Context: an optimization exercise on an open-source flow, tuned for small area and few clock cycles. The choices shown serve that exercise and are no tape-out recipe. In this exercise RTL edits were held to simulation tests only and were not proved equivalent to the original. Power figures rest on the tool's default switching activity, not on a simulated workload.

`flow/flow/run.sh`:
```
#!/bin/bash
# Layout flow: the standard layout (standard.sh) with these changes to how it is made:
#  - synthesis: ABC maps the combinational logic with flow/abc_area_map.script (choices,
#    then area-oriented mapping) in place of ORFS's abc_area.script, and Yosys's half/full
#    adder extraction is skipped (ADDER_MAP_FILE empty) so ABC optimises those gates with
#    the rest. Registers are mapped by dfflibmap before either step, exactly as in the
#    standard synthesis, and synth_recipe.tcl's flatten and renaming are kept as they are;
#  - after global routing, cells off the critical paths are sized down again
#    (RECOVER_POWER, OpenROAD's power recovery, which also recovers area);
#  - every input and output port still gets its own buffer, a sky130_fd_sc_hd__buf_1
#    (BUFFER_PORTS_ARGS) instead of the larger cell buffer_ports picks by default.
# Each tool's output goes to ORFS's logs under orfs/logs/; make's own output to
# make_finish.log here.
set -euo pipefail
W=$(pwd)
sed -e 's#log_cmd abc {\*}$abc_args#log_cmd abc {*}[lreplace $abc_args 1 1 '"$W"'/flow/abc_area_map.script]#' \
	"$FLOW_HOME/scripts/synth.tcl" > "$W/synth_area.tcl"
grep -q 'abc_area_map.script' "$W/synth_area.tcl"
sed -e "s#\$::env(SCRIPTS_DIR)/synth.tcl#$W/synth_area.tcl#" "$W/synth_recipe.tcl" > "$W/synth_wrap.tcl"
grep -q 'synth_area.tcl' "$W/synth_wrap.tcl"
bash "$W/standard.sh" SYNTH_SCRIPT="$W/synth_wrap.tcl" ADDER_MAP_FILE= \
	BUFFER_PORTS_ARGS="-buffer_cell sky130_fd_sc_hd__buf_1" RECOVER_POWER=100 finish > "$W/make_finish.log" 2>&1
```
`flow/flow/abc_area_map.script`:
```
strash
 dc2
 &get -n
 &syn2
 &dch -f
 &nf -R 1000
 &put
 topo
 stime -c
```
`flow/standard.sh`:
```
#!/bin/bash
# synth_recipe.tcl (not shown) runs the flow's synth.tcl, then flattens the netlist and writes it again
# the make line also repeats each setting of config.mk as NAME=value (left out here)
make -C /OpenROAD-flow-scripts/flow DESIGN_CONFIG=/design/flow/config.mk WORK_HOME=/design/flow/orfs CLKGATE_MAP_FILE= SYNTH_SCRIPT=/design/flow/synth_recipe.tcl "${@:-finish}"
```
`flow/config.mk`:
```
export PLATFORM = sky130hd
export DESIGN_NAME = text_to_lcd_command_stream
export DESIGN_NICKNAME = text_to_lcd_command_stream
export VERILOG_FILES = /design/flow/design.v
export SDC_FILE = /design/flow/constraint.sdc
export NUM_CORES = 4
export LEC_CHECK = 0
export CAP_MARGIN = 20
export CORE_MARGIN = 2
export CORE_UTILIZATION = 30
export GPL_TIMING_DRIVEN = 0
export PLACE_DENSITY = 0.5
export SETUP_SLACK_MARGIN = 0.2
export SLEW_MARGIN = 20
export SYNTH_MEMORY_MAX_BITS = 16384
```
`flow/constraint.sdc`:
```
create_clock -name core_clock -period 5.0 [get_ports {clk}]
set_input_delay 1.0000 -clock core_clock [delete_from_list [all_inputs] [get_ports {clk}]]
set_output_delay 1.0000 -clock core_clock [all_outputs]
set_load 0.01 [all_outputs]
```
`flow/design.v`:
```
package ttlcd_pkg;
	localparam int unsigned PageCountDef = 8;
	localparam logic [7:0] LastColumn = 8'd131;
	localparam logic [7:0] WrapColumn = 8'd127;
	localparam logic [7:0] CmdPage = 8'hB0;
	localparam logic [7:0] CmdColHigh = 8'h10;
	localparam logic [7:0] CmdColLow = 8'h00;
	localparam logic [7:0] GlyphWidth = 8'd8;
	localparam logic [7:0] AlignMask = 8'hF8;
	localparam int unsigned GlyphDepth = 1024;
	localparam int unsigned GlyphAddrW = $clog2(GlyphDepth);
	localparam int unsigned ByteW = 8;
	localparam int unsigned RunBytes = 35;
	localparam int unsigned IdxW = $clog2(RunBytes);
	localparam logic [IdxW-1:0] LastIdx = IdxW'(RunBytes - 1);
	localparam logic [1:0] PosPage = 2'd0;
	localparam logic [1:0] PosColHigh = 2'd1;
	localparam logic [1:0] PosColLow = 2'd2;
	localparam logic [1:0] PosData = 2'd3;
	localparam logic [6:0] GlyphFirst = 7'd32;
	localparam int unsigned GlyphCount = 96;
	function automatic logic [39:0] font_core(input logic [6:0] idx);
		logic [39:0] row;
		case (idx)
			7'd0: row = 40'h0000000000;
			7'd1: row = 40'h00004F0000;
			7'd2: row = 40'h0000000000;
			7'd3: row = 40'h0000000000;
			7'd4: row = 40'h0000000000;
			7'd5: row = 40'h2313086462;
			7'd6: row = 40'h0000000000;
			7'd7: row = 40'h0000000000;
			7'd8: row = 40'h0000000000;
			7'd9: row = 40'h0000000000;
			7'd10: row = 40'h0000000000;
			7'd11: row = 40'h08083E0808;
			7'd12: row = 40'h0000000000;
			7'd13: row = 40'h0808080808;
			7'd14: row = 40'h6060000000;
			7'd15: row = 40'h0000000000;
			7'd16: row = 40'h3E4141413E;
			7'd17: row = 40'h44427F4040;
			7'd18: row = 40'h4261514946;
			7'd19: row = 40'h2141454B31;
			7'd20: row = 40'h1814127F10;
			7'd21: row = 40'h2745454539;
			7'd22: row = 40'h2C4A494930;
			7'd23: row = 40'h0301710907;
			7'd24: row = 40'h3649494936;
			7'd25: row = 40'h064949291E;
			7'd26: row = 40'h0036360000;
			7'd27: row = 40'h0000000000;
			7'd28: row = 40'h0000000000;
			7'd29: row = 40'h1414141414;
			7'd30: row = 40'h0000000000;
			7'd31: row = 40'h0201510906;
			7'd32: row = 40'h0000000000;
			7'd33: row = 40'h3C1211123C;
			7'd34: row = 40'h7F49494936;
			7'd35: row = 40'h3E41414122;
			7'd36: row = 40'h7F4141221C;
			7'd37: row = 40'h7F49494941;
			7'd38: row = 40'h7F09090901;
			7'd39: row = 40'h3F41494972;
			7'd40: row = 40'h7F0808087F;
			7'd41: row = 40'h00417F4100;
			7'd42: row = 40'h2040413F01;
			7'd43: row = 40'h7F08142241;
			7'd44: row = 40'h7F40404040;
			7'd45: row = 40'h7F020C027F;
			7'd46: row = 40'h7F0408027F;
			7'd47: row = 40'h3F4141413F;
			7'd48: row = 40'h7F09090906;
			7'd49: row = 40'h3F4151215E;
			7'd50: row = 40'h7F09192946;
			7'd51: row = 40'h2649494932;
			7'd52: row = 40'h01017F0101;
			7'd53: row = 40'h3F4040403F;
			7'd54: row = 40'h1F2040201F;
			7'd55: row = 40'h3F4038403F;
			7'd56: row = 40'h6314081463;
			7'd57: row = 40'h0708700807;
			7'd58: row = 40'h6151494543;
			7'd59: row = 40'h0000000000;
			7'd60: row = 40'h0000000000;
			7'd61: row = 40'h0000000000;
			7'd62: row = 40'h0000000000;
			7'd63: row = 40'h0000000000;
			7'd64: row = 40'h0000000000;
			7'd65: row = 40'h1054545478;
			7'd66: row = 40'h7F48444438;
			7'd67: row = 40'h3844444420;
			7'd68: row = 40'h384444487F;
			7'd69: row = 40'h3854545418;
			7'd70: row = 40'h087E090102;
			7'd71: row = 40'h0C5252523E;
			7'd72: row = 40'h7F08040478;
			7'd73: row = 40'h00447D4000;
			7'd74: row = 40'h2040443400;
			7'd75: row = 40'h7F10284400;
			7'd76: row = 40'h00417F4000;
			7'd77: row = 40'h7C04180478;
			7'd78: row = 40'h7C08040478;
			7'd79: row = 40'h3844444438;
			7'd80: row = 40'h7C14141408;
			7'd81: row = 40'h081414187C;
			7'd82: row = 40'h7C08040408;
			7'd83: row = 40'h4854545420;
			7'd84: row = 40'h043F444020;
			7'd85: row = 40'h3C4040207C;
			7'd86: row = 40'h1C2040201C;
			7'd87: row = 40'h3C4038403C;
			7'd88: row = 40'h4428102844;
			7'd89: row = 40'h0C5050503C;
			7'd90: row = 40'h4464544C44;
			7'd91: row = 40'h0000000000;
			7'd92: row = 40'h0000000000;
			7'd93: row = 40'h0000000000;
			7'd94: row = 40'h0000000000;
			7'd95: row = 40'h0705070000;
			default: row = 40'h0000000000;
		endcase
		font_core = row;
	endfunction
	function automatic logic [ByteW-1:0] glyph_byte(input logic [GlyphAddrW-1:0] addr);
		logic [6:0] code;
		logic [2:0] col;
		logic [39:0] row;
		logic [ByteW-1:0] res;
		code = addr[GlyphAddrW-1:3];
		col = addr[2:0];
		res = '0;
		if (code >= GlyphFirst && col >= 3'd1 && col <= 3'd5) begin
			row = font_core(7'(code - GlyphFirst));
			case (col)
				3'd1: res = row[39:32];
				3'd2: res = row[31:24];
				3'd3: res = row[23:16];
				3'd4: res = row[15:8];
				default: res = row[7:0];
			endcase
		end
		glyph_byte = res;
	endfunction
	typedef struct packed {
		logic valid;
		logic [ByteW-1:0] value;
		logic is_data;
		logic last;
		logic blank;
		logic [GlyphAddrW-1:0] rom_addr;
	} issue_t;
endpackage
module ttlcd_rom (
	input  logic [6:0] code,
	input  logic [3:0] col,
	output logic [6:0] data
);
	logic [2:0] cc;
	logic       shown;
	logic [6:0] core;
	always_comb begin
		shown = code[6] | code[5];
		case (col)
			4'd1: cc = 3'd1;
			4'd2: cc = 3'd2;
			4'd3: cc = 3'd3;
			4'd4: cc = 3'd4;
			4'd5: cc = 3'd5;
			default: begin
				cc = 3'd1;
				shown = 1'b0;
			end
		endcase
	end
	assign data = shown ? core : 7'd0;
	logic new_n18;
	logic new_n19;
	logic new_n20;
	logic new_n21;
	logic new_n22;
	logic new_n23;
	logic new_n24;
	logic new_n25;
	logic new_n26;
	logic new_n27;
	logic new_n28;
	logic new_n29;
	logic new_n30;
	logic new_n31;
	logic new_n32;
	logic new_n33;
	logic new_n34;
	logic new_n35;
	logic new_n36;
	logic new_n37;
	logic new_n38;
	logic new_n39;
	logic new_n40;
	logic new_n41;
	logic new_n42;
	logic new_n43;
	logic new_n44;
	logic new_n45;
	logic new_n46;
	logic new_n47;
	logic new_n48;
	logic new_n49;
	logic new_n50;
	logic new_n51;
	logic new_n52;
	logic new_n53;
	logic new_n54;
	logic new_n55;
	logic new_n56;
	logic new_n57;
	logic new_n58;
	logic new_n59;
	logic new_n60;
	logic new_n61;
	logic new_n62;
	logic new_n63;
	logic new_n64;
	logic new_n65;
	logic new_n66;
	logic new_n67;
	logic new_n68;
	logic new_n69;
	logic new_n70;
	logic new_n71;
	logic new_n72;
	logic new_n73;
	logic new_n74;
	logic new_n75;
	logic new_n76;
	logic new_n77;
	logic new_n78;
	logic new_n79;
	logic new_n80;
	logic new_n81;
	logic new_n82;
	logic new_n83;
	logic new_n84;
	logic new_n85;
	logic new_n86;
	logic new_n87;
	logic new_n88;
	logic new_n89;
	logic new_n90;
	logic new_n91;
	logic new_n92;
	logic new_n93;
	logic new_n94;
	logic new_n95;
	logic new_n96;
	logic new_n97;
	logic new_n98;
	logic new_n99;
	logic new_n100;
	logic new_n101;
	logic new_n102;
	logic new_n103;
	logic new_n104;
	logic new_n105;
	logic new_n106;
	logic new_n107;
	logic new_n108;
	logic new_n109;
	logic new_n110;
	logic new_n111;
	logic new_n112;
	logic new_n113;
	logic new_n114;
	logic new_n115;
	logic new_n116;
	logic new_n117;
	logic new_n118;
	logic new_n119;
	logic new_n120;
	logic new_n121;
	logic new_n122;
	logic new_n123;
	logic new_n124;
	logic new_n125;
	logic new_n126;
	logic new_n127;
	logic new_n128;
	logic new_n129;
	logic new_n130;
	logic new_n131;
	logic new_n132;
	logic new_n133;
	logic new_n134;
	logic new_n135;
	logic new_n136;
	logic new_n137;
	logic new_n138;
	logic new_n139;
	logic new_n140;
	logic new_n141;
	logic new_n142;
	logic new_n143;
	logic new_n144;
	logic new_n145;
	logic new_n146;
	logic new_n147;
	logic new_n148;
	logic new_n149;
	logic new_n150;
	logic new_n151;
	logic new_n152;
	logic new_n153;
	logic new_n154;
	logic new_n155;
	logic new_n156;
	logic new_n157;
	logic new_n158;
	logic new_n159;
	logic new_n160;
	logic new_n161;
	logic new_n162;
	logic new_n163;
	logic new_n164;
	logic new_n165;
	logic new_n166;
	logic new_n167;
	logic new_n168;
	logic new_n169;
	logic new_n170;
	logic new_n171;
	logic new_n172;
	logic new_n173;
	logic new_n174;
	logic new_n175;
	logic new_n176;
	logic new_n177;
	logic new_n178;
	logic new_n179;
	logic new_n180;
	logic new_n181;
	logic new_n182;
	logic new_n183;
	logic new_n184;
	logic new_n185;
	logic new_n186;
	logic new_n187;
	logic new_n188;
	logic new_n189;
	logic new_n190;
	logic new_n191;
	logic new_n192;
	logic new_n193;
	logic new_n194;
	logic new_n195;
	logic new_n196;
	logic new_n197;
	logic new_n198;
	logic new_n199;
	logic new_n200;
	logic new_n201;
	logic new_n202;
	logic new_n204;
	logic new_n205;
	logic new_n206;
	logic new_n207;
	logic new_n208;
	logic new_n209;
	logic new_n210;
	logic new_n211;
	logic new_n212;
	logic new_n213;
	logic new_n214;
	logic new_n215;
	logic new_n216;
	logic new_n217;
	logic new_n218;
	logic new_n219;
	logic new_n220;
	logic new_n221;
	logic new_n222;
	logic new_n223;
	logic new_n224;
	logic new_n225;
	logic new_n226;
	logic new_n227;
	logic new_n228;
	logic new_n229;
	logic new_n230;
	logic new_n231;
	logic new_n232;
	logic new_n233;
	logic new_n234;
	logic new_n235;
	logic new_n236;
	logic new_n237;
	logic new_n238;
	logic new_n239;
	logic new_n240;
	logic new_n241;
	logic new_n242;
	logic new_n243;
	logic new_n244;
	logic new_n245;
	logic new_n246;
	logic new_n247;
	logic new_n248;
	logic new_n249;
	logic new_n250;
	logic new_n251;
	logic new_n252;
	logic new_n253;
	logic new_n254;
	logic new_n255;
	logic new_n256;
	logic new_n257;
	logic new_n258;
	logic new_n259;
	logic new_n260;
	logic new_n261;
	logic new_n262;
	logic new_n263;
	logic new_n264;
	logic new_n265;
	logic new_n266;
	logic new_n267;
	logic new_n268;
	logic new_n269;
	logic new_n270;
	logic new_n271;
	logic new_n272;
	logic new_n273;
	logic new_n274;
	logic new_n275;
	logic new_n276;
	logic new_n277;
	logic new_n278;
	logic new_n279;
	logic new_n280;
	logic new_n281;
	logic new_n282;
	logic new_n283;
	logic new_n284;
	logic new_n285;
	logic new_n286;
	logic new_n287;
	logic new_n288;
	logic new_n289;
	logic new_n290;
	logic new_n291;
	logic new_n292;
	logic new_n293;
	logic new_n294;
	logic new_n295;
	logic new_n296;
	logic new_n297;
	logic new_n298;
	logic new_n299;
	logic new_n300;
	logic new_n301;
	logic new_n302;
	logic new_n303;
	logic new_n304;
	logic new_n305;
	logic new_n306;
	logic new_n307;
	logic new_n309;
	logic new_n310;
	logic new_n311;
	logic new_n312;
	logic new_n313;
	logic new_n314;
	logic new_n315;
	logic new_n316;
	logic new_n317;
	logic new_n318;
	logic new_n319;
	logic new_n320;
	logic new_n321;
	logic new_n322;
	logic new_n323;
	logic new_n324;
	logic new_n325;
	logic new_n326;
	logic new_n327;
	logic new_n328;
	logic new_n329;
	logic new_n330;
	logic new_n331;
	logic new_n332;
	logic new_n333;
	logic new_n334;
	logic new_n335;
	logic new_n336;
	logic new_n337;
	logic new_n338;
	logic new_n339;
	logic new_n340;
	logic new_n341;
	logic new_n342;
	logic new_n343;
	logic new_n344;
	logic new_n345;
	logic new_n346;
	logic new_n347;
	logic new_n348;
	logic new_n349;
	logic new_n350;
	logic new_n351;
	logic new_n352;
	logic new_n353;
	logic new_n354;
	logic new_n355;
	logic new_n356;
	logic new_n357;
	logic new_n358;
	logic new_n359;
	logic new_n360;
	logic new_n361;
	logic new_n362;
	logic new_n363;
	logic new_n364;
	logic new_n365;
	logic new_n366;
	logic new_n367;
	logic new_n368;
	logic new_n369;
	logic new_n370;
	logic new_n371;
	logic new_n372;
	logic new_n373;
	logic new_n374;
	logic new_n375;
	logic new_n376;
	logic new_n377;
	logic new_n379;
	logic new_n380;
	logic new_n381;
	logic new_n382;
	logic new_n383;
	logic new_n384;
	logic new_n385;
	logic new_n386;
	logic new_n387;
	logic new_n388;
	logic new_n389;
	logic new_n390;
	logic new_n391;
	logic new_n392;
	logic new_n393;
	logic new_n394;
	logic new_n395;
	logic new_n396;
	logic new_n397;
	logic new_n398;
	logic new_n399;
	logic new_n400;
	logic new_n401;
	logic new_n402;
	logic new_n403;
	logic new_n404;
	logic new_n405;
	logic new_n406;
	logic new_n407;
	logic new_n408;
	logic new_n409;
	logic new_n410;
	logic new_n411;
	logic new_n412;
	logic new_n413;
	logic new_n414;
	logic new_n416;
	logic new_n417;
	logic new_n418;
	logic new_n419;
	logic new_n420;
	logic new_n421;
	logic new_n422;
	logic new_n423;
	logic new_n424;
	logic new_n425;
	logic new_n426;
	logic new_n427;
	logic new_n428;
	logic new_n429;
	logic new_n430;
	logic new_n431;
	logic new_n432;
	logic new_n433;
	logic new_n434;
	logic new_n435;
	logic new_n436;
	logic new_n437;
	logic new_n438;
	logic new_n439;
	logic new_n441;
	logic new_n442;
	logic new_n443;
	logic new_n444;
	logic new_n445;
	logic new_n446;
	logic new_n447;
	logic new_n448;
	logic new_n449;
	logic new_n450;
	logic new_n451;
	logic new_n452;
	logic new_n453;
	logic new_n454;
	logic new_n455;
	logic new_n456;
	logic new_n457;
	logic new_n458;
	logic new_n459;
	logic new_n460;
	logic new_n461;
	logic new_n462;
	logic new_n463;
	logic new_n464;
	logic new_n465;
	logic new_n466;
	logic new_n467;
	logic new_n468;
	logic new_n469;
	logic new_n470;
	logic new_n471;
	logic new_n472;
	logic new_n473;
	logic new_n474;
	logic new_n475;
	logic new_n476;
	logic new_n477;
	logic new_n478;
	logic new_n479;
	logic new_n480;
	logic new_n482;
	logic new_n483;
	logic new_n484;
	logic new_n485;
	logic new_n486;
	logic new_n487;
	logic new_n488;
	logic new_n489;
	logic new_n490;
	logic new_n491;
	logic new_n492;
	logic new_n493;
	logic new_n494;
	logic new_n495;
	logic new_n496;
	logic new_n497;
	logic new_n498;
	logic new_n499;
	logic new_n500;
	logic new_n501;
	logic new_n502;
	logic new_n503;
	logic new_n504;
	logic new_n505;
	logic new_n506;
	logic new_n507;
	logic new_n508;
	assign new_n18 = ~code[1] & ~code[0];
	assign new_n19 = code[1] & code[0];
	assign new_n20 = ~new_n18 & ~new_n19;
	assign new_n21 = ~cc[2] & ~cc[1];
	assign new_n22 = cc[2] & cc[0];
	assign new_n23 = ~new_n21 & ~new_n22;
	assign new_n24 = ~new_n20 & new_n23;
	assign new_n25 = ~code[5] & new_n18;
	assign new_n26 = ~new_n24 & ~new_n25;
	assign new_n27 = ~code[3] & cc[2];
	assign new_n28 = code[6] & ~code[4];
	assign new_n29 = code[2] & new_n28;
	assign new_n30 = ~new_n27 & new_n29;
	assign new_n31 = ~code[3] & code[2];
	assign new_n32 = code[5] & ~code[4];
	assign new_n33 = new_n31 & new_n32;
	assign new_n34 = cc[2] & ~cc[0];
	assign new_n35 = code[6] & code[3];
	assign new_n36 = code[6] & code[2];
	assign new_n37 = code[5] & code[4];
	assign new_n38 = ~code[6] & new_n37;
	assign new_n39 = ~code[2] & new_n38;
	assign new_n40 = code[3] & new_n39;
	assign new_n41 = code[6] & ~code[2];
	assign new_n42 = ~code[5] & code[4];
	assign new_n43 = new_n41 & new_n42;
	assign new_n44 = ~new_n40 & ~new_n43;
	assign new_n45 = ~new_n36 & new_n44;
	assign new_n46 = ~new_n35 & ~new_n45;
	assign new_n47 = ~new_n21 & new_n46;
	assign new_n48 = ~code[1] & cc[0];
	assign new_n49 = code[1] & ~cc[0];
	assign new_n50 = ~new_n48 & ~new_n49;
	assign new_n51 = new_n37 & new_n50;
	assign new_n52 = cc[0] & ~new_n37;
	assign new_n53 = code[2] & ~new_n52;
	assign new_n54 = ~new_n51 & new_n53;
	assign new_n55 = ~code[5] & ~code[4];
	assign new_n56 = ~code[1] & ~cc[2];
	assign new_n57 = ~new_n55 & ~new_n56;
	assign new_n58 = ~new_n54 & new_n57;
	assign new_n59 = new_n47 & ~new_n58;
	assign new_n60 = code[6] & code[0];
	assign new_n61 = code[3] & ~code[2];
	assign new_n62 = code[1] & ~new_n61;
	assign new_n63 = ~code[2] & ~code[1];
	assign new_n64 = code[3] & new_n63;
	assign new_n65 = ~new_n62 & ~new_n64;
	assign new_n66 = new_n60 & ~new_n65;
	assign new_n67 = ~code[1] & code[0];
	assign new_n68 = code[4] & new_n67;
	assign new_n69 = new_n66 & ~new_n68;
	assign new_n70 = ~code[3] & code[0];
	assign new_n71 = new_n48 & new_n70;
	assign new_n72 = ~new_n69 & ~new_n71;
	assign new_n73 = ~cc[2] & cc[1];
	assign new_n74 = ~new_n31 & new_n73;
	assign new_n75 = ~new_n72 & new_n74;
	assign new_n76 = ~code[4] & ~code[1];
	assign new_n77 = ~new_n61 & new_n76;
	assign new_n78 = code[6] & ~code[3];
	assign new_n79 = ~new_n28 & ~new_n78;
	assign new_n80 = ~new_n31 & ~new_n79;
	assign new_n81 = ~new_n77 & new_n80;
	assign new_n82 = new_n34 & ~new_n67;
	assign new_n83 = new_n81 & new_n82;
	assign new_n84 = ~cc[0] & ~new_n21;
	assign new_n85 = new_n67 & new_n84;
	assign new_n86 = code[3] & ~code[0];
	assign new_n87 = new_n20 & new_n34;
	assign new_n88 = new_n86 & new_n87;
	assign new_n89 = ~new_n85 & ~new_n88;
	assign new_n90 = ~code[3] & new_n41;
	assign new_n91 = code[2] & ~new_n78;
	assign new_n92 = ~new_n90 & ~new_n91;
	assign new_n93 = new_n28 & ~new_n92;
	assign new_n94 = ~new_n89 & new_n93;
	assign new_n95 = ~new_n83 & ~new_n94;
	assign new_n96 = ~new_n75 & new_n95;
	assign new_n97 = ~code[2] & new_n32;
	assign new_n98 = ~new_n96 & new_n97;
	assign new_n99 = ~new_n59 & ~new_n98;
	assign new_n100 = ~new_n34 & new_n99;
	assign new_n101 = new_n33 & ~new_n100;
	assign new_n102 = new_n61 & ~new_n76;
	assign new_n103 = code[2] & cc[2];
	assign new_n104 = ~code[0] & ~new_n103;
	assign new_n105 = ~new_n77 & new_n104;
	assign new_n106 = ~new_n102 & new_n105;
	assign new_n107 = new_n101 & new_n106;
	assign new_n108 = ~code[3] & new_n39;
	assign new_n109 = new_n20 & new_n108;
	assign new_n110 = ~code[0] & new_n31;
	assign new_n111 = ~cc[0] & new_n110;
	assign new_n112 = new_n51 & new_n111;
	assign new_n113 = ~new_n106 & new_n112;
	assign new_n114 = ~new_n109 & ~new_n113;
	assign new_n115 = ~new_n107 & new_n114;
	assign new_n116 = code[6] & new_n55;
	assign new_n117 = code[6] & ~code[0];
	assign new_n118 = ~new_n116 & ~new_n117;
	assign new_n119 = new_n61 & ~new_n118;
	assign new_n120 = ~code[4] & ~new_n73;
	assign new_n121 = new_n20 & new_n120;
	assign new_n122 = ~new_n24 & ~new_n121;
	assign new_n123 = new_n119 & new_n122;
	assign new_n124 = cc[0] & new_n73;
	assign new_n125 = ~code[0] & new_n124;
	assign new_n126 = code[4] & code[2];
	assign new_n127 = new_n78 & new_n126;
	assign new_n128 = new_n125 & new_n127;
	assign new_n129 = new_n21 & ~new_n37;
	assign new_n130 = code[1] & ~new_n22;
	assign new_n131 = ~new_n129 & new_n130;
	assign new_n132 = new_n22 & new_n67;
	assign new_n133 = ~new_n55 & new_n132;
	assign new_n134 = ~new_n131 & ~new_n133;
	assign new_n135 = code[4] & ~code[0];
	assign new_n136 = new_n90 & ~new_n135;
	assign new_n137 = ~new_n134 & new_n136;
	assign new_n138 = ~new_n128 & ~new_n137;
	assign new_n139 = ~new_n123 & new_n138;
	assign new_n140 = new_n115 & new_n139;
	assign new_n141 = ~code[3] & new_n134;
	assign new_n142 = code[3] & ~new_n85;
	assign new_n143 = ~new_n125 & new_n142;
	assign new_n144 = new_n34 & new_n39;
	assign new_n145 = ~new_n43 & ~new_n144;
	assign new_n146 = ~new_n143 & ~new_n145;
	assign new_n147 = ~new_n141 & new_n146;
	assign new_n148 = new_n19 & new_n103;
	assign new_n149 = ~new_n64 & ~new_n148;
	assign new_n150 = new_n23 & ~new_n149;
	assign new_n151 = ~new_n32 & ~new_n63;
	assign new_n152 = new_n60 & ~new_n151;
	assign new_n153 = new_n150 & new_n152;
	assign new_n154 = ~new_n147 & new_n153;
	assign new_n155 = new_n140 & ~new_n154;
	assign new_n156 = ~code[5] & new_n41;
	assign new_n157 = ~code[6] & code[5];
	assign new_n158 = code[0] & new_n157;
	assign new_n159 = new_n126 & new_n158;
	assign new_n160 = ~new_n156 & ~new_n159;
	assign new_n161 = new_n62 & ~new_n160;
	assign new_n162 = new_n155 & ~new_n161;
	assign new_n163 = new_n37 & ~new_n78;
	assign new_n164 = ~new_n63 & new_n163;
	assign new_n165 = ~new_n155 & ~new_n164;
	assign new_n166 = new_n124 & ~new_n165;
	assign new_n167 = ~new_n162 & new_n166;
	assign new_n168 = ~new_n30 & ~new_n167;
	assign new_n169 = ~new_n26 & ~new_n168;
	assign new_n170 = code[0] & ~new_n99;
	assign new_n171 = new_n32 & new_n47;
	assign new_n172 = new_n18 & new_n171;
	assign new_n173 = ~code[3] & new_n157;
	assign new_n174 = new_n67 & new_n173;
	assign new_n175 = new_n103 & new_n174;
	assign new_n176 = code[1] & ~code[0];
	assign new_n177 = code[2] & ~cc[2];
	assign new_n178 = new_n157 & new_n177;
	assign new_n179 = new_n176 & new_n178;
	assign new_n180 = new_n143 & new_n179;
	assign new_n181 = ~new_n175 & ~new_n180;
	assign new_n182 = ~code[4] & ~new_n181;
	assign new_n183 = new_n20 & ~new_n33;
	assign new_n184 = new_n30 & new_n183;
	assign new_n185 = new_n43 & new_n176;
	assign new_n186 = ~new_n23 & ~new_n185;
	assign new_n187 = ~new_n184 & new_n186;
	assign new_n188 = code[2] & ~new_n20;
	assign new_n189 = code[3] & ~new_n18;
	assign new_n190 = new_n38 & ~new_n189;
	assign new_n191 = new_n23 & ~new_n190;
	assign new_n192 = ~new_n188 & ~new_n191;
	assign new_n193 = ~new_n187 & new_n192;
	assign new_n194 = new_n21 & ~new_n86;
	assign new_n195 = ~new_n70 & new_n194;
	assign new_n196 = new_n81 & new_n195;
	assign new_n197 = ~new_n66 & new_n196;
	assign new_n198 = ~new_n193 & ~new_n197;
	assign new_n199 = ~new_n182 & new_n198;
	assign new_n200 = ~new_n172 & new_n199;
	assign new_n201 = ~new_n170 & new_n200;
	assign new_n202 = new_n155 & new_n201;
	assign core[6] = ~(~new_n169 & new_n202);
	assign new_n204 = ~new_n18 & ~new_n23;
	assign new_n205 = ~new_n56 & new_n204;
	assign new_n206 = new_n115 & ~new_n205;
	assign new_n207 = ~new_n50 & new_n73;
	assign new_n208 = new_n19 & new_n108;
	assign new_n209 = new_n38 & new_n110;
	assign new_n210 = ~new_n93 & ~new_n209;
	assign new_n211 = ~new_n208 & new_n210;
	assign new_n212 = ~new_n207 & new_n211;
	assign new_n213 = ~new_n206 & ~new_n212;
	assign new_n214 = new_n40 & new_n176;
	assign new_n215 = ~new_n112 & ~new_n214;
	assign new_n216 = new_n73 & ~new_n215;
	assign new_n217 = code[5] & code[1];
	assign new_n218 = new_n87 & ~new_n217;
	assign new_n219 = new_n58 & new_n218;
	assign new_n220 = ~new_n216 & ~new_n219;
	assign new_n221 = new_n46 & ~new_n220;
	assign new_n222 = new_n37 & new_n41;
	assign new_n223 = new_n84 & new_n86;
	assign new_n224 = ~new_n87 & new_n223;
	assign new_n225 = ~new_n132 & ~new_n224;
	assign new_n226 = new_n222 & ~new_n225;
	assign new_n227 = code[3] & new_n29;
	assign new_n228 = ~new_n127 & ~new_n227;
	assign new_n229 = ~new_n37 & ~new_n55;
	assign new_n230 = new_n18 & new_n229;
	assign new_n231 = ~new_n228 & new_n230;
	assign new_n232 = new_n124 & new_n231;
	assign new_n233 = new_n22 & new_n78;
	assign new_n234 = new_n19 & new_n233;
	assign new_n235 = ~new_n93 & new_n234;
	assign new_n236 = ~code[4] & ~new_n18;
	assign new_n237 = new_n31 & ~new_n236;
	assign new_n238 = ~code[4] & code[1];
	assign new_n239 = new_n61 & new_n238;
	assign new_n240 = ~new_n237 & ~new_n239;
	assign new_n241 = new_n34 & new_n116;
	assign new_n242 = ~new_n240 & new_n241;
	assign new_n243 = ~new_n235 & ~new_n242;
	assign new_n244 = ~new_n232 & new_n243;
	assign new_n245 = ~new_n226 & new_n244;
	assign new_n246 = ~new_n221 & new_n245;
	assign new_n247 = new_n204 & ~new_n228;
	assign new_n248 = ~code[4] & ~new_n20;
	assign new_n249 = code[3] & ~code[1];
	assign new_n250 = ~new_n130 & ~new_n249;
	assign new_n251 = ~new_n23 & new_n41;
	assign new_n252 = ~new_n250 & new_n251;
	assign new_n253 = new_n248 & new_n252;
	assign new_n254 = ~new_n247 & ~new_n253;
	assign new_n255 = ~new_n20 & new_n103;
	assign new_n256 = new_n28 & new_n250;
	assign new_n257 = ~new_n255 & new_n256;
	assign new_n258 = new_n254 & ~new_n257;
	assign new_n259 = code[2] & new_n21;
	assign new_n260 = ~code[1] & new_n259;
	assign new_n261 = ~new_n258 & new_n260;
	assign new_n262 = new_n84 & new_n176;
	assign new_n263 = code[0] & ~new_n23;
	assign new_n264 = ~new_n262 & ~new_n263;
	assign new_n265 = ~new_n37 & new_n252;
	assign new_n266 = new_n264 & new_n265;
	assign new_n267 = ~code[5] & new_n21;
	assign new_n268 = ~new_n126 & ~new_n267;
	assign new_n269 = new_n78 & ~new_n268;
	assign new_n270 = ~new_n264 & new_n269;
	assign new_n271 = ~new_n73 & ~new_n117;
	assign new_n272 = ~new_n176 & ~new_n271;
	assign new_n273 = code[5] & cc[0];
	assign new_n274 = ~new_n56 & new_n273;
	assign new_n275 = new_n272 & new_n274;
	assign new_n276 = ~new_n240 & new_n275;
	assign new_n277 = ~new_n270 & ~new_n276;
	assign new_n278 = ~new_n266 & new_n277;
	assign new_n279 = ~new_n182 & new_n278;
	assign new_n280 = ~new_n261 & new_n279;
	assign new_n281 = new_n246 & new_n280;
	assign new_n282 = ~new_n37 & new_n197;
	assign new_n283 = ~new_n116 & ~new_n174;
	assign new_n284 = new_n259 & ~new_n283;
	assign new_n285 = ~new_n282 & ~new_n284;
	assign new_n286 = new_n281 & new_n285;
	assign new_n287 = ~new_n213 & new_n286;
	assign new_n288 = new_n152 & new_n207;
	assign new_n289 = ~new_n211 & new_n250;
	assign new_n290 = ~new_n288 & ~new_n289;
	assign new_n291 = ~new_n211 & new_n248;
	assign new_n292 = ~new_n290 & ~new_n291;
	assign new_n293 = ~new_n37 & new_n292;
	assign new_n294 = ~new_n155 & new_n293;
	assign new_n295 = ~new_n233 & ~new_n252;
	assign new_n296 = new_n68 & ~new_n295;
	assign new_n297 = new_n41 & new_n88;
	assign new_n298 = ~new_n296 & ~new_n297;
	assign new_n299 = ~new_n66 & ~new_n175;
	assign new_n300 = cc[0] & ~new_n299;
	assign new_n301 = new_n298 & ~new_n300;
	assign new_n302 = ~new_n240 & ~new_n301;
	assign new_n303 = new_n18 & new_n39;
	assign new_n304 = ~new_n23 & new_n303;
	assign new_n305 = ~new_n197 & ~new_n304;
	assign new_n306 = ~new_n302 & new_n305;
	assign new_n307 = ~new_n294 & new_n306;
	assign core[5] = ~(new_n287 & new_n307);
	assign new_n309 = code[0] & new_n124;
	assign new_n310 = ~code[0] & new_n22;
	assign new_n311 = ~new_n309 & ~new_n310;
	assign new_n312 = new_n108 & ~new_n311;
	assign new_n313 = new_n204 & new_n269;
	assign new_n314 = ~new_n312 & ~new_n313;
	assign new_n315 = ~new_n197 & new_n314;
	assign new_n316 = new_n298 & new_n315;
	assign new_n317 = new_n67 & new_n316;
	assign new_n318 = ~new_n33 & ~new_n67;
	assign new_n319 = ~new_n317 & ~new_n318;
	assign new_n320 = ~new_n287 & new_n319;
	assign new_n321 = new_n22 & ~new_n240;
	assign new_n322 = new_n285 & ~new_n321;
	assign new_n323 = new_n29 & ~new_n322;
	assign new_n324 = ~new_n40 & ~new_n90;
	assign new_n325 = new_n132 & ~new_n324;
	assign new_n326 = ~new_n232 & new_n254;
	assign new_n327 = ~new_n325 & new_n326;
	assign new_n328 = ~new_n323 & new_n327;
	assign new_n329 = ~new_n320 & new_n328;
	assign new_n330 = ~new_n31 & ~new_n164;
	assign new_n331 = new_n66 & ~new_n330;
	assign new_n332 = ~new_n184 & ~new_n331;
	assign new_n333 = new_n21 & ~new_n332;
	assign new_n334 = cc[2] & ~new_n67;
	assign new_n335 = ~new_n73 & new_n222;
	assign new_n336 = ~new_n334 & new_n335;
	assign new_n337 = ~new_n333 & ~new_n336;
	assign new_n338 = new_n306 & new_n337;
	assign new_n339 = ~code[3] & ~new_n338;
	assign new_n340 = code[6] & ~code[5];
	assign new_n341 = new_n49 & new_n340;
	assign new_n342 = ~new_n273 & ~new_n341;
	assign new_n343 = ~cc[2] & ~new_n342;
	assign new_n344 = ~new_n157 & ~new_n343;
	assign new_n345 = ~code[4] & code[3];
	assign new_n346 = code[0] & new_n345;
	assign new_n347 = new_n65 & new_n346;
	assign new_n348 = ~new_n344 & new_n347;
	assign new_n349 = ~new_n339 & ~new_n348;
	assign new_n350 = new_n33 & new_n60;
	assign new_n351 = new_n349 & new_n350;
	assign new_n352 = ~code[6] & new_n276;
	assign new_n353 = new_n244 & ~new_n352;
	assign new_n354 = ~code[4] & ~new_n353;
	assign new_n355 = ~new_n119 & ~new_n354;
	assign new_n356 = new_n309 & ~new_n355;
	assign new_n357 = new_n159 & new_n249;
	assign new_n358 = ~new_n216 & ~new_n357;
	assign new_n359 = ~new_n356 & new_n358;
	assign new_n360 = code[1] & ~new_n70;
	assign new_n361 = new_n222 & ~new_n360;
	assign new_n362 = ~cc[2] & ~cc[0];
	assign new_n363 = new_n67 & new_n362;
	assign new_n364 = new_n33 & new_n363;
	assign new_n365 = ~new_n361 & ~new_n364;
	assign new_n366 = new_n23 & ~new_n365;
	assign new_n367 = new_n246 & new_n366;
	assign new_n368 = ~new_n23 & new_n365;
	assign new_n369 = ~new_n246 & new_n368;
	assign new_n370 = new_n43 & new_n224;
	assign new_n371 = ~new_n292 & ~new_n370;
	assign new_n372 = new_n306 & new_n371;
	assign new_n373 = ~new_n369 & new_n372;
	assign new_n374 = ~new_n367 & new_n373;
	assign new_n375 = new_n359 & new_n374;
	assign new_n376 = ~new_n351 & new_n375;
	assign new_n377 = ~new_n167 & new_n376;
	assign core[4] = ~(new_n329 & new_n377);
	assign new_n379 = ~new_n22 & new_n209;
	assign new_n380 = ~new_n101 & ~new_n379;
	assign new_n381 = new_n258 & ~core[5];
	assign new_n382 = ~new_n380 & ~new_n381;
	assign new_n383 = new_n81 & new_n125;
	assign new_n384 = new_n96 & ~new_n383;
	assign new_n385 = ~new_n354 & new_n384;
	assign new_n386 = code[5] & ~new_n385;
	assign new_n387 = ~new_n18 & new_n55;
	assign new_n388 = new_n93 & new_n387;
	assign new_n389 = ~new_n161 & new_n388;
	assign new_n390 = new_n384 & new_n389;
	assign new_n391 = ~new_n128 & ~new_n159;
	assign new_n392 = new_n134 & ~new_n391;
	assign new_n393 = code[5] & cc[2];
	assign new_n394 = new_n251 & ~new_n393;
	assign new_n395 = new_n106 & new_n394;
	assign new_n396 = ~new_n392 & ~new_n395;
	assign new_n397 = ~new_n333 & new_n396;
	assign new_n398 = new_n316 & new_n397;
	assign new_n399 = code[1] & ~new_n119;
	assign new_n400 = ~code[1] & new_n23;
	assign new_n401 = new_n61 & ~new_n400;
	assign new_n402 = new_n21 & new_n92;
	assign new_n403 = new_n73 & new_n90;
	assign new_n404 = ~new_n402 & ~new_n403;
	assign new_n405 = ~new_n401 & new_n404;
	assign new_n406 = ~new_n399 & ~new_n405;
	assign new_n407 = new_n37 & new_n406;
	assign new_n408 = new_n370 & ~new_n406;
	assign new_n409 = ~new_n407 & ~new_n408;
	assign new_n410 = new_n398 & new_n409;
	assign new_n411 = ~new_n323 & new_n410;
	assign new_n412 = ~new_n390 & new_n411;
	assign new_n413 = ~new_n386 & new_n412;
	assign new_n414 = new_n359 & new_n413;
	assign core[2] = ~(~new_n382 & new_n414);
	assign new_n416 = ~code[1] & new_n33;
	assign new_n417 = ~new_n106 & ~new_n416;
	assign new_n418 = code[6] & ~new_n126;
	assign new_n419 = ~new_n417 & new_n418;
	assign new_n420 = ~new_n226 & ~new_n419;
	assign new_n421 = ~core[2] & ~new_n420;
	assign new_n422 = new_n38 & new_n150;
	assign new_n423 = ~new_n22 & ~new_n362;
	assign new_n424 = new_n387 & new_n423;
	assign new_n425 = ~new_n184 & ~new_n424;
	assign new_n426 = ~new_n216 & new_n425;
	assign new_n427 = ~new_n99 & ~new_n426;
	assign new_n428 = ~new_n422 & ~new_n427;
	assign new_n429 = ~new_n229 & ~new_n298;
	assign new_n430 = ~new_n35 & ~new_n173;
	assign new_n431 = new_n76 & new_n309;
	assign new_n432 = ~new_n430 & new_n431;
	assign new_n433 = ~new_n272 & new_n379;
	assign new_n434 = ~new_n432 & ~new_n433;
	assign new_n435 = ~new_n147 & new_n434;
	assign new_n436 = ~new_n429 & new_n435;
	assign new_n437 = new_n428 & new_n436;
	assign new_n438 = new_n349 & new_n437;
	assign new_n439 = new_n329 & new_n438;
	assign core[3] = ~(~new_n421 & new_n439);
	assign new_n441 = new_n22 & new_n42;
	assign new_n442 = code[1] & new_n33;
	assign new_n443 = ~new_n441 & ~new_n442;
	assign new_n444 = core[6] & ~new_n443;
	assign new_n445 = cc[2] & new_n39;
	assign new_n446 = code[1] & new_n445;
	assign new_n447 = new_n140 & ~new_n446;
	assign new_n448 = ~code[1] & ~new_n445;
	assign new_n449 = ~new_n140 & ~new_n448;
	assign new_n450 = ~new_n156 & ~new_n171;
	assign new_n451 = ~new_n19 & ~new_n362;
	assign new_n452 = ~new_n450 & new_n451;
	assign new_n453 = ~new_n190 & ~new_n452;
	assign new_n454 = new_n23 & ~new_n453;
	assign new_n455 = ~new_n449 & new_n454;
	assign new_n456 = ~new_n447 & new_n455;
	assign new_n457 = ~new_n108 & ~new_n171;
	assign new_n458 = ~code[0] & ~new_n457;
	assign new_n459 = new_n44 & ~new_n182;
	assign new_n460 = ~code[1] & ~new_n459;
	assign new_n461 = ~new_n161 & ~new_n460;
	assign new_n462 = ~new_n458 & new_n461;
	assign new_n463 = ~new_n23 & ~new_n462;
	assign new_n464 = ~new_n281 & ~new_n396;
	assign new_n465 = new_n75 & new_n273;
	assign new_n466 = ~new_n333 & ~new_n364;
	assign new_n467 = ~new_n465 & new_n466;
	assign new_n468 = new_n79 & ~new_n467;
	assign new_n469 = new_n285 & ~new_n468;
	assign new_n470 = ~new_n464 & new_n469;
	assign new_n471 = ~new_n209 & new_n216;
	assign new_n472 = new_n207 & new_n209;
	assign new_n473 = ~new_n471 & ~new_n472;
	assign new_n474 = ~new_n94 & new_n254;
	assign new_n475 = ~code[5] & ~new_n474;
	assign new_n476 = ~new_n354 & ~new_n475;
	assign new_n477 = new_n473 & new_n476;
	assign new_n478 = new_n470 & new_n477;
	assign new_n479 = ~new_n463 & new_n478;
	assign new_n480 = ~new_n456 & new_n479;
	assign core[1] = ~(~new_n444 & new_n480);
	assign new_n482 = ~new_n90 & ~new_n258;
	assign new_n483 = new_n90 & new_n258;
	assign new_n484 = new_n28 & ~new_n72;
	assign new_n485 = ~new_n483 & ~new_n484;
	assign new_n486 = new_n23 & ~new_n485;
	assign new_n487 = ~new_n482 & ~new_n486;
	assign new_n488 = code[5] & ~new_n294;
	assign new_n489 = ~new_n487 & ~new_n488;
	assign new_n490 = code[3] & new_n156;
	assign new_n491 = new_n279 & ~new_n490;
	assign new_n492 = ~code[2] & ~new_n19;
	assign new_n493 = ~new_n28 & new_n492;
	assign new_n494 = ~new_n29 & ~new_n493;
	assign new_n495 = ~new_n491 & ~new_n494;
	assign new_n496 = ~new_n454 & ~new_n495;
	assign new_n497 = ~new_n303 & new_n400;
	assign new_n498 = new_n473 & ~new_n497;
	assign new_n499 = ~new_n496 & new_n498;
	assign new_n500 = ~code[0] & ~new_n34;
	assign new_n501 = new_n164 & ~new_n500;
	assign new_n502 = ~new_n231 & ~new_n501;
	assign new_n503 = new_n73 & new_n188;
	assign new_n504 = code[3] & ~new_n503;
	assign new_n505 = ~new_n502 & ~new_n504;
	assign new_n506 = new_n428 & ~new_n505;
	assign new_n507 = new_n470 & new_n506;
	assign new_n508 = ~new_n499 & new_n507;
	assign core[0] = ~(~new_n489 & new_n508);
endmodule
module text_to_lcd_command_stream #(
	parameter int unsigned PAGE_COUNT = ttlcd_pkg::PageCountDef
) (
	input  logic       clk,
	input  logic       arst_n,
	input  logic       in_valid,
	output logic       in_ready,
	input  logic [7:0] char_code,
	output logic       out_valid,
	input  logic       out_ready,
	output logic [7:0] out_byte,
	output logic       is_data,
	output logic       last
);
	localparam int unsigned PageW = (PAGE_COUNT > 1) ? $clog2(PAGE_COUNT) : 1;
	localparam logic [PageW-1:0] PageMax = PageW'(PAGE_COUNT - 1);
	logic [3:0]       grp_q;
	logic [1:0]       pos_q;
	logic [6:0]       code_q;    
	logic [3:0]       cell_q;    
	logic [PageW-1:0] page_q;
	logic       idle;
	logic       last_byte;
	logic       take;
	logic       step;
	logic [7:0] col_cur;
	logic [7:0] mirrored;
	logic [6:0] glyph;
	logic [6:0] glyph_q;
	assign idle = grp_q[3] & (pos_q == 2'd3);
	assign last_byte = grp_q[3] & (pos_q == 2'd2);
	assign in_ready = idle | (last_byte & out_ready);
	assign take = in_valid & in_ready;
	assign step = out_ready & ~idle;
	always_ff @(posedge clk or negedge arst_n) begin
		if (!arst_n) begin
			grp_q <= 4'd8;
			pos_q <= 2'd3;
			cell_q <= '0;
			page_q <= '0;
		end else begin
			if (take) begin
				grp_q <= '0;
				pos_q <= '0;
			end else if (step) begin
				{grp_q, pos_q} <= {grp_q, pos_q} + 6'd1;
			end
			if (step & last_byte) begin
				{page_q, cell_q} <= {page_q, cell_q} + 7'd1;
			end
		end
	end
	always_ff @(posedge clk) begin
		if (in_ready) begin
			code_q <= {char_code[6:5] & ~{2{char_code[7]}}, char_code[4:0]};
		end
	end
	assign col_cur = {1'b0, cell_q, 3'b000} + {4'b0, grp_q};
	assign mirrored = ttlcd_pkg::LastColumn - col_cur;
	ttlcd_rom u_font (
		.code(code_q),
		.col (grp_q),
		.data(glyph)
	);
	always_ff @(posedge clk) begin
		glyph_q <= glyph;
	end
	assign out_valid = ~idle;
	assign is_data = (pos_q == 2'd3);
	assign last = last_byte;
	always_comb begin
		case (pos_q)
			2'd0: out_byte = ttlcd_pkg::CmdPage + 8'(page_q);
			2'd1: out_byte = ttlcd_pkg::CmdColHigh + {4'b0, mirrored[7:4]};
			2'd2: out_byte = ttlcd_pkg::CmdColLow + {4'b0, mirrored[3:0]};
			default: out_byte = {1'b0, glyph_q};
		endcase
	end
endmodule
```
==> results.txt <==
GRT:
- The initial antenna violation count was 0.
- The global routing met2 resource utilization is 0.3675.
- The met3 capacity usage during global routing is 0.06034.
- Entering global routing, the biggest net connects 27 pins.
- The total routing usage reported by global routing is 0.2549.
- met2 is the most crowded layer.
- The number of global-route vias before repair is 3675.
- The total overflow left after global routing is 0.
- In the global route stage, met1 resource usage came out at 0.3547.
- The global-route wire length before repair is about 21000 um.

Clock network:
- The tree is rooted in a sky130_fd_sc_hd__clkbuf_8.
- The number of hold buffers added after CTS was 0.
- The later-pin clock latency in the skew report is 280 ps.
- The maximum clock path buffer count is 2.
- The H-tree depth reported by CTS is 1.
- For this design, the sink count on the clock tree is 27.
- The total clock buffers created by CTS is 3.
- TritonCTS built the clock tree.
- The clock transition at the register clock pins on the worst setup and hold paths after CTS is 100 ps.

Finish:
- The total area of multi-input combinational cells is roughly 2300 um^2.
- The fraction of layout cells with a size suffix above 1 is 0.06237.
- The synthesis-to-layout area growth is 15.41%.
- After filler insertion, the fill cell instance count of the layout stands at 1025.
- The total inserted antenna cells is 0.
- Across the whole layout, storage elements account for around 700 um^2.
- The total non-filler cell area in the finished layout is ~3400 um^2.
- At the end of the flow, the number of nets in the layout was 478.

Route:
- Summing over every cut layer, the via total after detailed routing is 3916.
- For this run, design rule violations remaining after detail routing come to 0.
- The residual antenna-violating net count after detailed routing is 0.
- The starting DRC count in detailed routing is 624.
- The number of iterations in the first detailed-routing pass is 6.
- Dividing the detail-routed wire length by the instance count gives roughly 22 um.
- The detail-routed via count per cell is 6.593.
- After detailed routing, the total wire length is 13270 um.

Min path:
- The min-delay analysis places its worst path in the category register to register.

Synth:
- Of all flip-flops after synthesis, the portion carrying an async set or reset was 0.4815.
- The synthesized netlist occupies a cell area of 2914 um^2.
- After synthesis, the netlist uses 49 different library cells.
- A synthesized cell averages 6.793 um^2.
- The Yosys step of the flow raised 2 warnings.
- Synthesis produced a netlist with a net count of 441.
- After technology mapping, the gate count stands at 429.
- In this run, synthesis inferred 7 flip-flops with an integrated enable.
- The top flip-flop cell by instance count after synthesis is sky130_fd_sc_hd__dfrtp_1.
- For this run, the register share of the synthesized area comes to 0.2331.
- After synthesis the netlist holds a flip-flop and latch count of 27.

STA:
- Setup repair after global routing left no endpoint under its margin.
- The shortest period the worst path allows is 4650 ps.
- For the final database, setup skew stands at approximately 12 ps.
- The least setup slack across all paths after layout is 349.7 ps.
- The transition time at the pin with the least slew margin is 947.2 ps.
- Hold is met by 469.1 ps.
- The worst pin sits at a relative slew slack of 0.3651.
- The final clock period utilization by the worst path is 0.9301.
- The max-slew violation total from the final report is 0.
- Setup violations remaining at the end of the flow were counted as 0.
- Based on the critical path, the design can be clocked at up to 0.2150 GHz.
- The final hold violation count was 0.

Die:
- In this run the standard cell core region covers approximately 9300 um^2.
- In this run the vertical extent of the chip is 102.6 um.
- The starting utilization of the core area is 0.3124.
- The I/O pin total is 24.
- Measured along the x axis, the die boundary spans 102.6 um.
- The die covers 10520 um^2.
- The row count is 35.

Setup path:
- The path type of the worst setup path is register to register.
- The largest fanout on the critical path is 15.
- The data required time of the worst path is about 5200 ps.
- The kind of capture point of the worst setup path is a register.
- STA classifies the critical path startpoint as a register.
- The data arrival at the endpoint of the critical path is around 4900 ps.

Pwr:
- IR analysis of the VDD net gives a maximum drop of around 0.2 mV.
- Power comes to between 0.0015 and 0.002 W.
- The leakage power of the design is 1.136 nW.
- For this design the ratio of total power to cell area is 498.8 nW/um^2.

Place:
- At the end of routability-driven placement, the weighted congestion stood at 1.052.
- The wire-length estimate of the detail-placed layout is 9408 um.
- Buffers placed on the I/O ports in this run total 23.
- The worst setup slack after placement is -295.1 ps.
- The placed cell area is 3192 um^2.

Run status:
- The flow ran to the end and the layout has no timing, DRC or antenna violations.

Run:
- The number of violations of the max-capacitance limit is 0.
-- routing by layer --
layer / vias to the layer above / share of wire
met5: - / 0
met2: 370 / 0.41
li1: 1710 / -
met4: 0 / 0.066
met1: 1751 / 0.40
met3: 85 / 0.13
-- kinds of logic (layout without fill, tap and decap cells) --
logic type	Yosys count	count (layout)	share of synthesized area
and+or+nand+nor	242	242	0.3916
DFF	27	27	0.2331
buffers and inverters	5	41	0.006441
xor gates and xnor gates	15	15	0.04509
muxes	4	4	0.02276
AOI/OAI and AO/OA	136	136	0.3010
-- through the flow --
step | cells | TNS (ps) | util
finish | 594 | 0 | 0.3606
global route | 594 | 0 | 0.3606
CTS | 589 | 0 | 0.3516
detailed placement | 583 | -531.7 | 0.3422
global placement | 581 | -997.2 | 0.3390
floorplan | 429 | 0 | -
-- placed cells by master (no fill, tap or decap), drive strengths merged, types with 6 or more instances in the layout --
master  Yosys  final
o211ai      9      9
a31oi       8      8
o31ai       6      6
and3        8      8
nor3       28     28
dfxtp       7      7
nand3      23     23
xor2        7      7
a21oi      32     32
nand2b     14     14
xnor2       8      8
edfxtp      7      7
and2        7      7
buf         0     30
nand4       6      6
nor2b      14     14
nor4        7      7
o21ai      35     35
dfrtp      10     10
nor2       66     66
nand2      60     60
-- registers in the layout, summed over array words and instances, names as in the netlist --
signal   cells
page_q       3
grp_q        4
cell_q       4
glyph_q      7
code_q       7
pos_q        2
-- worst max-delay path: stages, from the launching register on --
cell and delay (ps):
sky130_fd_sc_hd__edfxtp_1 650, sky130_fd_sc_hd__nand2b_1 440, sky130_fd_sc_hd__nand2_1 220, sky130_fd_sc_hd__nand2_1 170
sky130_fd_sc_hd__nor2_1 80, sky130_fd_sc_hd__o21ai_0 270, sky130_fd_sc_hd__o31ai_1 120, sky130_fd_sc_hd__nor2_1 170
sky130_fd_sc_hd__o31ai_1 140, sky130_fd_sc_hd__o21a_1 280, sky130_fd_sc_hd__nand2_1 110, sky130_fd_sc_hd__nand4_1 270
sky130_fd_sc_hd__a21oi_4 290, sky130_fd_sc_hd__nor3_1 100, sky130_fd_sc_hd__nor3_2 270, sky130_fd_sc_hd__a21oi_1 100
sky130_fd_sc_hd__or4b_1 580, sky130_fd_sc_hd__a21oi_1 180, sky130_fd_sc_hd__nor2_1 70, sky130_fd_sc_hd__nor2_1 70
-- final cells by class --
class,count,area share
Multi-Input combinational cell,397,0.6782
Sequential cell,27,0.2035
Inverter,5,0.005580
Clock inverter,1,0.001860
Timing Repair Buffer,32,0.05060
Tap cell,129,0.04799
Clock buffer,3,0.01228
-- cells in the mapped netlist (4+ instances only) --
library cell / n / area share
sky130_fd_sc_hd__nor2_1: 66 / 0.085
sky130_fd_sc_hd__a21oi_1: 32 / 0.055
sky130_fd_sc_hd__and3_1: 8 / 0.017
sky130_fd_sc_hd__nand2b_1: 14 / 0.030
sky130_fd_sc_hd__nand3_1: 23 / 0.040
sky130_fd_sc_hd__nand2_1: 60 / 0.077
sky130_fd_sc_hd__nand4_1: 6 / 0.013
sky130_fd_sc_hd__o31ai_1: 6 / 0.015
sky130_fd_sc_hd__nor3_1: 28 / 0.048
sky130_fd_sc_hd__o211ai_1: 9 / 0.023
sky130_fd_sc_hd__and2_0: 7 / 0.015
sky130_fd_sc_hd__o21ai_0: 35 / 0.060
sky130_fd_sc_hd__dfxtp_1: 7 / 0.048
sky130_fd_sc_hd__a31oi_1: 8 / 0.017
sky130_fd_sc_hd__or3_1: 5 / 0.011
sky130_fd_sc_hd__dfrtp_1: 10 / 0.086
sky130_fd_sc_hd__xnor2_1: 8 / 0.024
sky130_fd_sc_hd__o22ai_1: 5 / 0.011
sky130_fd_sc_hd__o311ai_0: 5 / 0.015
sky130_fd_sc_hd__nor2b_1: 14 / 0.030
sky130_fd_sc_hd__xor2_1: 7 / 0.021
sky130_fd_sc_hd__o41ai_1: 4 / 0.012
sky130_fd_sc_hd__a211oi_1: 5 / 0.013
sky130_fd_sc_hd__clkinv_1: 5 / 0.0064
sky130_fd_sc_hd__edfxtp_1: 7 / 0.072
sky130_fd_sc_hd__nor4_1: 7 / 0.015
-- power breakdown --
part,total (W),internal (W),switching [W],leakage (nW)
sequential,0.000469,0.000297,0.000172,0.282
clock,0.000126,0.0000570,0.0000690,0.0260
combinational,0.00108,0.000366,0.000717,0.828
-- final timing paths --
kind                       depth (start not counted)       from  slack, ps         end
hold reg to reg                                    1  page_q[2]        470   page_q[2]
min in group asynchronous                          1     arst_n        710   page_q[1]
setup reg to reg                                  19  code_q[0]        350  glyph_q[3]
hold / removal                                     1  page_q[2]        470   page_q[2]
max in group asynchronous                          1     arst_n       3810    grp_q[2]
setup / recovery                                  19  code_q[0]        350  glyph_q[3]
-- what timing repair did --
item / 4_1_cts / 5_1_grt
endpoints found under the hold margin: 0 / 0
setup endpoints to repair: 2 / 2
buffers inserted: 2 / 5
resized for setup: 7 / 8
Testbench counts, summed over its fixed seeds: cycles 84,008.

[separate check: timing with driven ports]
No port has a modelled driver above. Below, the same layout with a new extraction and two added sets of constraints.
Step 1: set_driving_cell puts a clkbuf_16 on clk and a buf_2 on each other input, an assumption about the parent block.
Step 2, shift: input delay + t, output delay - t, t = (earliest + latest rising clock arrival at the registers) / 2. This alone moves slack from input paths to output paths.
Slacks: no drivers / after step 1 / after step 2; pairs: no drivers / after step 1.
t, ns: 0.298
setup slack, ns: 0.350 / 0.350 / 0.350
worst setup path at the end: register to register
worst register clock-pin slew, ns: 0.10 / 0.10
After both steps setup and hold are still met in this run. For this run, drivers alone change the setup slack by 0.000 ns; drivers and shift together by 0.000 ns.
